This is an optimization exercise on Yosys and OpenROAD, whose aim is small area, a short achievable clock period and few clock cycles per item, not a production implementation.

## tilt_vector_to_angle_sector
module tilt_vector_to_angle_sector (
  input  wire         clk,
  input  wire         rst,
  input  wire         accel_valid,
  output wire         accel_stall,
  input  wire  [15:0] accel_x,
  input  wire  [15:0] accel_y,
  output wire         sector_valid,
  input  wire         sector_stall,
  output wire  [4:0]  sector
);
  localparam integer XW  = 19;
  function automatic integer wy(input integer k);
    case (k)
      1: wy = 18; 2: wy = 18; 3: wy = 17; 4: wy = 16; 5: wy = 16;
      6: wy = 15; 7: wy = 14; 8: wy = 13; 9: wy = 12; 10: wy = 11;
      11: wy = 10; 12: wy = 9; 13: wy = 8; default: wy = 7;
    endcase
  endfunction
  function automatic [13:0] atan_step(input integer i);
    case (i)
      0: atan_step = 14'd8192; 1: atan_step = 14'd4836; 2: atan_step = 14'd2555;
      3: atan_step = 14'd1297; 4: atan_step = 14'd651;  5: atan_step = 14'd326;
      6: atan_step = 14'd163;  7: atan_step = 14'd81;   8: atan_step = 14'd41;
      9: atan_step = 14'd20;   10: atan_step = 14'd10;  11: atan_step = 14'd5;
      12: atan_step = 14'd3;   13: atan_step = 14'd1;   14: atan_step = 14'd1;
      default: atan_step = 14'd0;
    endcase
  endfunction
  function automatic [15:0] abs16(input [15:0] v);
    integer j;
    reg     any;
    begin
      any = 1'b0;
      for (j = 0; j < 16; j = j + 1) begin
        abs16[j] = v[j] ^ (v[15] & any);
        any = any | v[j];
      end
    end
  endfunction
  reg        stall_q;
  wire       accept = accel_valid & ~stall_q;
  reg        v0, sx, sy;
  reg [15:0] ax, ay;
  always @(posedge clk) begin
    if (rst) v0 <= 1'b0;
    else     v0 <= accept;
    sx <= accel_x[15];
  ...
clock: 5.0 ns
lec_check: 0
abc_area: 1
cap_margin: 20
core_margin: 2
core_utilization: 40
setup_slack_margin: 2.5
slew_margin: 20
run.sh (not shown) runs the stock make flow with config.mk's settings and CLKGATE_MAP_FILE= SYNTH_SCRIPT=/design/flow/synth_recipe.tcl, a recipe that flattens the netlist after the stock synthesis.
Next try:
--- a/flow/design.v
+++ b/flow/design.v
@@ -60,42 +60,31 @@
   function automatic [13:0] atan_step(input integer i);
     case (i)
       0: atan_step = 14'd8192; 1: atan_step = 14'd4836; 2: atan_step = 14'd2555;
       3: atan_step = 14'd1297; 4: atan_step = 14'd651;  5: atan_step = 14'd326;
       6: atan_step = 14'd163;  7: atan_step = 14'd81;   8: atan_step = 14'd41;
       9: atan_step = 14'd20;   10: atan_step = 14'd10;  11: atan_step = 14'd5;
       12: atan_step = 14'd3;   13: atan_step = 14'd1;   14: atan_step = 14'd1;
       default: atan_step = 14'd0;
     endcase
   endfunction
-  function automatic [15:0] abs16(input [15:0] v);
-    integer j;
-    reg     any;
-    begin
-      any = 1'b0;
-      for (j = 0; j < 16; j = j + 1) begin
-        abs16[j] = v[j] ^ (v[15] & any);
-        any = any | v[j];
-      end
-    end
-  endfunction
   reg        stall_q;
   wire       accept = accel_valid & ~stall_q;
   reg        v0, sx, sy;
   reg [15:0] ax, ay;
   always @(posedge clk) begin
     if (rst) v0 <= 1'b0;
     else     v0 <= accept;
     sx <= accel_x[15];
     sy <= accel_y[15];
-    ax <= abs16(accel_x);
-    ay <= abs16(accel_y);
+    ax <= accel_x[15] ? 16'd0 - accel_x : accel_x;
+    ay <= accel_y[15] ? 16'd0 - accel_y : accel_y;
   end
   wire        d0  = sx ^ sy;
   wire [16:0] s1x = {1'b0, ax} + {1'b0, ay};
   wire [15:0] s1y = d0 ? ay - ax : ax - ay;
   wire        yz  = (ay == 16'd0);
   wire        xz  = (ax == 16'd0);
   reg [16:0] n1x;
   reg [15:0] n1y;
   reg        n1d, n1b;
   always @* begin
@@ -165,21 +154,21 @@
       end
       assign b_bus[k+1] = bq;
       assign v_bus[k+1] = vq;
       if (k < 12) begin : g_xy
         reg [((k < 9) ? XW : 11)-1:0] xq;
         reg [WN-1:0] yq;
         always @(posedge clk) begin
           xq <= nxr;
           yq <= ny;
         end
-        assign vx_bus[XW*(k+1) +: XW] = {{(XW - ((k < 9) ? XW : 11)){1'b0}}, xq};
+        assign vx_bus[XW*(k+1) +: XW] = {{(XW - $bits(xq)){1'b0}}, xq};
         assign vy_bus[18*(k+1) +: 18] = {{(18-WN){yq[WN-1]}}, yq};
       end
       if (k < 10) begin : g_d
         reg [k:0] dq;
         always @(posedge clk) dq <= {dk, d_bus[16*k +: k]};
         assign d_bus[16*(k+1) +: 16] = {{(15-k){1'b0}}, dq};
       end else begin : g_l
         wire [5:0] dlo = d_bus[16*k +: 6];
         wire [8:0] lin;
         if (k == 10) begin : g_l0
@@ -263,46 +252,38 @@
               6'd57: tlo = 15'd1375;
               6'd58: tlo = 15'd30787;
               6'd59: tlo = 15'd6211;
               6'd60: tlo = 15'd28506;
               6'd61: tlo = 15'd3930;
               6'd62: tlo = 15'd574;
               6'd63: tlo = 15'd8766;
               default: tlo = 15'd0;
             endcase
           end
-          wire [10:0] o1 = {1'b0, tlo[9:0]};
-          wire [10:0] o2 = {2'b00, lin};
-          wire [10:0] o3 = {9'd0, dk, dk};
-          wire [10:0] cs = o1 ^ o2 ^ o3;
-          wire [10:0] cc = {(o1[9:0] & o2[9:0]) | (o1[9:0] & o3[9:0]) | (o2[9:0] & o3[9:0]), 1'b0};
-          wire [10:0] sq_n;
-          tvas_ks_add #(.W(11)) u_sq (.a(cs), .b(cc), .ci(1'b0), .s(sq_n));
           reg [4:0]  hq;
           reg [10:0] sq;
           always @(posedge clk) begin
             hq <= tlo[14:10];
-            sq <= sq_n;
+            sq <= {1'b0, tlo[9:0]} + {2'b00, lnx};
           end
           assign d_bus[16*(k+1) +: 16] = {hq, sq};
           wire       d13 = ~ny[WN-1];
-          wire       e    = ~dk & (&vx[4:0]);
-          wire [5:0] x13s = vx[10:5];
+          wire [5:0] x13s = nx[10:5];
           wire [6:0] ua = {1'b1, ~x13s};       
           wire [6:0] ub = {1'b0, x13s};
           wire [6:0] sa = vy[6:0] ^ xs[6:0] ^ ua;
           wire [6:0] sb = vy[6:0] ^ xs[6:0] ^ ub;
           wire [6:0] ca = {(vy[5:0] & xs[5:0]) | (vy[5:0] & ua[5:0]) | (xs[5:0] & ua[5:0]), dk};
           wire [6:0] cb = {(vy[5:0] & xs[5:0]) | (vy[5:0] & ub[5:0]) | (xs[5:0] & ub[5:0]), dk};
           wire [6:0] y14a, y14b;
-          tvas_ks_add #(.W(7)) u_y14a (.a(sa), .b(ca), .ci(~e), .s(y14a));
-          tvas_ks_add #(.W(7)) u_y14b (.a(sb), .b(cb), .ci(e), .s(y14b));
+          tvas_ks_add #(.W(7)) u_y14a (.a(sa), .b(ca), .ci(1'b1), .s(y14a));
+          tvas_ks_add #(.W(7)) u_y14b (.a(sb), .b(cb), .ci(1'b0), .s(y14b));
           reg d13q, d14q;
           always @(posedge clk) begin
             d13q <= d13;
             d14q <= d13 ? ~y14a[6] : ~y14b[6];
           end
           assign d1314 = {d14q, d13q};
         end
       end
     end
   endgenerate
@@ -355,17 +336,17 @@
     end else begin
       cnt_q   <= sector_stall ? cnt_ho : cnt_go;
       stall_q <= sector_stall ? st_ho  : st_go;
       out_v   <= sector_stall ? ov_ho  : ov_go;
       if (push) wp <= wp + 1'b1;
       if (pop)  rp <= rp + 1'b1;
     end
   end
   always @(posedge clk) begin
     out_d <= sector_stall ? od_ho : od_go;
-    if (pv) fq[wp] <= pd;
+    if (push) fq[wp] <= pd;
   end
   assign accel_stall  = stall_q;
   assign sector_valid = out_v;
   assign sector       = out_d;
 endmodule
 `default_nettype wire
Fmax decreases by about 11%.
Die area grows by 2.6%.
Routed wire length climbs by about 6%.
Clock-buffer cell count drops by 11.
Hold slack got worse by 0.021 ns.
Worst setup slack degrades by 0.33 ns.
Critical path depth is higher by 6.
Via count went up by about 7%.
Sequential share of layout area falls by 0.91 points.
No run of this note included a check of the RTL's function; only the layout flow was run.

## static timing again, ports no longer ideal
In the flow no input, the clock included, has a driving cell. The finished layouts below were timed again as built, in two steps.
Step 1, drivers: a clkbuf_16 drives clk and a buf_2 each remaining input, both assumed.
Step 2 also shifts input and output timing later by t, the mid clock arrival at the registers, as if the neighbouring blocks saw the same clock.
Three values: ideal ports, drivers, drivers and shift; two values: the first two.
run | t (ns) | setup slack, ns | worst setup path at the end | worst register clock-pin slew, ns
the first run | 0.665 | 2.453 / 2.453 / 2.238 | input to register | 0.07 / 0.07
the second run | 0.684 | 2.128 / 2.128 / 1.974 | input to register | 0.07 / 0.07
After both steps setup and hold are still met in every run listed. For the first run, which loses most, drivers alone change the setup slack by 0.000 ns; drivers and shift together by -0.215 ns.
